Context: an optimization exercise on an open-source flow, tuned for small area, a short achievable clock period and few clock cycles per item. The choices shown serve that exercise and are no tape-out recipe.
RTL that was checked went through simulation tests only; none was proved equivalent to the original.
Power and IR drop assume default switching activity.

// nn_frame_classifier
module nn_frame_classifier #(
    parameter  int ROW_BITS    = 7,
    parameter  int NUM_ROWS    = 28,
    parameter  int NUM_CLASSES = 10,
    parameter  int CLASS_W     = 4,
    parameter  int FCNT_W      = 8,
    localparam int IMG_BITS    = ROW_BITS * NUM_ROWS,
    localparam int SCORE_W     = $clog2(IMG_BITS + 1)
) (
    input  logic                            clk,
    input  logic                            rst,
    input  logic [ROW_BITS-1:0]             row_in,
    input  logic                            row_valid,
    output logic                            row_ready,
    input  logic                            frame_abort,
    input  logic [NUM_CLASSES*IMG_BITS-1:0] templates,
    output logic                            result_valid,
    input  logic                            result_ack,
    output logic [CLASS_W-1:0]              class_out,
    output logic [SCORE_W-1:0]              class_score,
    output logic                            busy,
    output logic [FCNT_W-1:0]               frame_count
);
Size in the first run: roughly 94 flip-flops, ~2000 I/O pins, ~24000 um^2 of cells after synthesis.
export LEC_CHECK = 0
export CAP_MARGIN = 20
export CORE_AREA = 10 10 710 710
export DIE_AREA = 0 0 720 720
export SLEW_MARGIN = 20
create_clock -name core_clock -period 14.0 [get_ports {clk}]
standard.sh (not shown) runs the stock make flow with config.mk's settings and CLKGATE_MAP_FILE= SYNTH_SCRIPT=/design/flow/synth_recipe.tcl, a recipe that flattens the netlist after the stock synthesis.
==> flow/flow/run.sh <==
#!/bin/bash
# Standard layout, with the smallest buffer on every port, and timing repair
# aimed at a setup slack well above what the 14 ns clock needs, so that the
# achieved period shrinks. The clock and constraints are unchanged.
set -e
export BUFFER_PORTS_ARGS="-buffer_cell sky130_fd_sc_hd__buf_1"
bash standard.sh SETUP_SLACK_MARGIN=8.5 finish > standard.log 2>&1
The first run finished clean.
Edit:
==> flow/flow/run.sh (replaced) <==
#!/bin/bash
# Standard layout, with the smallest buffer on every port instead of the
# delay cell buffer_ports picks by default.
set -e
export BUFFER_PORTS_ARGS="-buffer_cell sky130_fd_sc_hd__buf_1"
bash standard.sh > standard.log 2>&1
SETUP_SLACK_MARGIN = 5   (was not set)
Effect:
- clock skew is about the same
- final area decreases by 9.3%
- die area does not change
- global-route usage decreases by 0.40 points
- via count decreases by 3.9%
- routed wire length decreases by 2.3%
- fmax decreases by 20%
- final cell count decreases by 2.7%
Edit:
SETUP_SLACK_MARGIN = not set   (was 5)
What happened: The new run completed with no timing, DRC or antenna violations. Wire length stays the same. Sequential share of layout area does not change. Area after synthesis stays the same. First-iteration DRC count stays the same. Utilization is unchanged. Global-route usage stays the same. Worst setup slack does not change. Die area is unchanged. Hold slack does not change. Power does not change. Cell area stays the same.
No run of this note included a check of the RTL's function; only the layout flow was run.

* * *

nn_frame_classifier, a different RTL version from the one above (not shown whole).
Size in the first run: about 2700 cells after synthesis, ~140 flip-flops, about 2000 I/O pins, ~21000 um2 of cells after synthesis.
==> flow/config.mk <==
export PLATFORM = sky130hd
export DESIGN_NAME = nn_frame_classifier
export DESIGN_NICKNAME = nn_frame_classifier
export VERILOG_FILES = /design/flow/design.v
export SDC_FILE = /design/flow/constraint.sdc
export NUM_CORES = 4
export LEC_CHECK = 0
export CAP_MARGIN = 20
export CORE_AREA = 10 10 540 540
export DIE_AREA = 0 0 550 550
export SLEW_MARGIN = 20
==> flow/constraint.sdc <==
create_clock -name core_clock -period 14.0 [get_ports {clk}]
set_input_delay 2.8000 -clock core_clock [delete_from_list [all_inputs] [get_ports {clk}]]
set_output_delay 2.8000 -clock core_clock [all_outputs]
set_load 0.01 [all_outputs]
==> flow/flow/run.sh <==
#!/bin/bash
# Standard layout, with the smallest buffer on every port, pins one track
# apart on a smaller die, and timing repair aimed at a setup slack well above
# what the 14 ns clock needs, so that the achieved period shrinks. The clock
# and constraints are unchanged.
set -e
export BUFFER_PORTS_ARGS="-buffer_cell sky130_fd_sc_hd__buf_1"
export PLACE_PINS_ARGS="-min_distance 1 -min_distance_in_tracks"
bash standard.sh SETUP_SLACK_MARGIN=8.0 finish > standard.log 2>&1
Testbench counts at the start, summed over its fixed seeds: cycles 9,600, items 320.
Change:
==> flow/flow/run.sh (replaced) <==
#!/bin/bash
# Standard layout with these changes to how it is made (the clock and
# constraints are unchanged):
#  - the smallest buffer on every port;
#  - on a smaller die, each class's template pins kept
#    together and ordered by row-select mux (flow/group_pins.tcl);
#  - timing repair aimed at a setup slack well above what the 14 ns clock
#    needs, so that the achieved period shrinks.
set -e
export BUFFER_PORTS_ARGS="-buffer_cell sky130_fd_sc_hd__buf_1"
export PRE_IO_PLACEMENT_TCL="$(pwd)/flow/group_pins.tcl"
bash standard.sh SETUP_SLACK_MARGIN=8.0 finish > standard.log 2>&1
==> flow/flow/group_pins.tcl (new file) <==
# Keep each class's template pins together on the die edge, ordered so that
# the 28 rows of one template bit (one row-select mux) sit side by side.
for {set c 0} {$c < 10} {incr c} {
  set names {}
  for {set i 0} {$i < 7} {incr i} {
    for {set r 0} {$r < 28} {incr r} {
      lappend names "templates\[[expr {$c*196 + $r*7 + $i}]\]"
    }
  }
  set_io_pin_constraint -pin_names $names -group -order
}
CORE_AREA = 10 10 590 590   (was 10 10 540 540)
DIE_AREA = 0 0 600 600   (was 0 0 550 550)
The new run completed with no timing, DRC or antenna violations.
Synthesized area does not change.
Worst hold slack gets worse by 4.5 ps.
Combinational power falls by about 6%.
Clock skew rises by 18 ps.
Power is about the same.
Worst setup slack gets better by 17 ps.
Wire length falls by about 36%.
Core utilization falls by 2.0 points.

[static timing again, ports no longer ideal]
How much do the figures lean on ideal ports? The routed layouts below were timed once more, with nothing changed but the port constraints. Step 1: set_driving_cell puts a clkbuf_16 on clk and a buf_2 on each other input, an assumption about the parent block. Step 2 moves the port delays by t, midway between the first and last clock arrival at a register: inputs arrive t later, outputs are due t later. That takes back most of the time a late clock gives input paths. Slacks: ideal ports / drivers / drivers and shift; pairs: ideal ports / drivers.
run	t, ns	setup slack, ns	worst setup path at the end	slew at the worst register clock pin (ns)	worst data-port slew with drivers (ns)
the first run of note 1	0.553	6.866 / 6.629 / 6.076	input to register	0.10 / 0.10	0.80
the second run of note 1	0.506	5.052 / 4.968 / 5.117	input to register	0.10 / 0.10	0.74
the third run of note 1	0.506	5.052 / 4.968 / 5.117	input to register	0.10 / 0.10	0.74
the first run of note 2	0.520	7.938 / 7.868 / 7.593	input to register	0.08 / 0.08	0.52
the second run of note 2	0.607	7.955 / 7.825 / 7.825	input to output	0.10 / 0.10	0.20
After both steps every run listed still meets setup and hold. The setup slack of the first run of note 1, which loses most, moves by -0.237 ns with the drivers and by -0.790 ns with both steps.
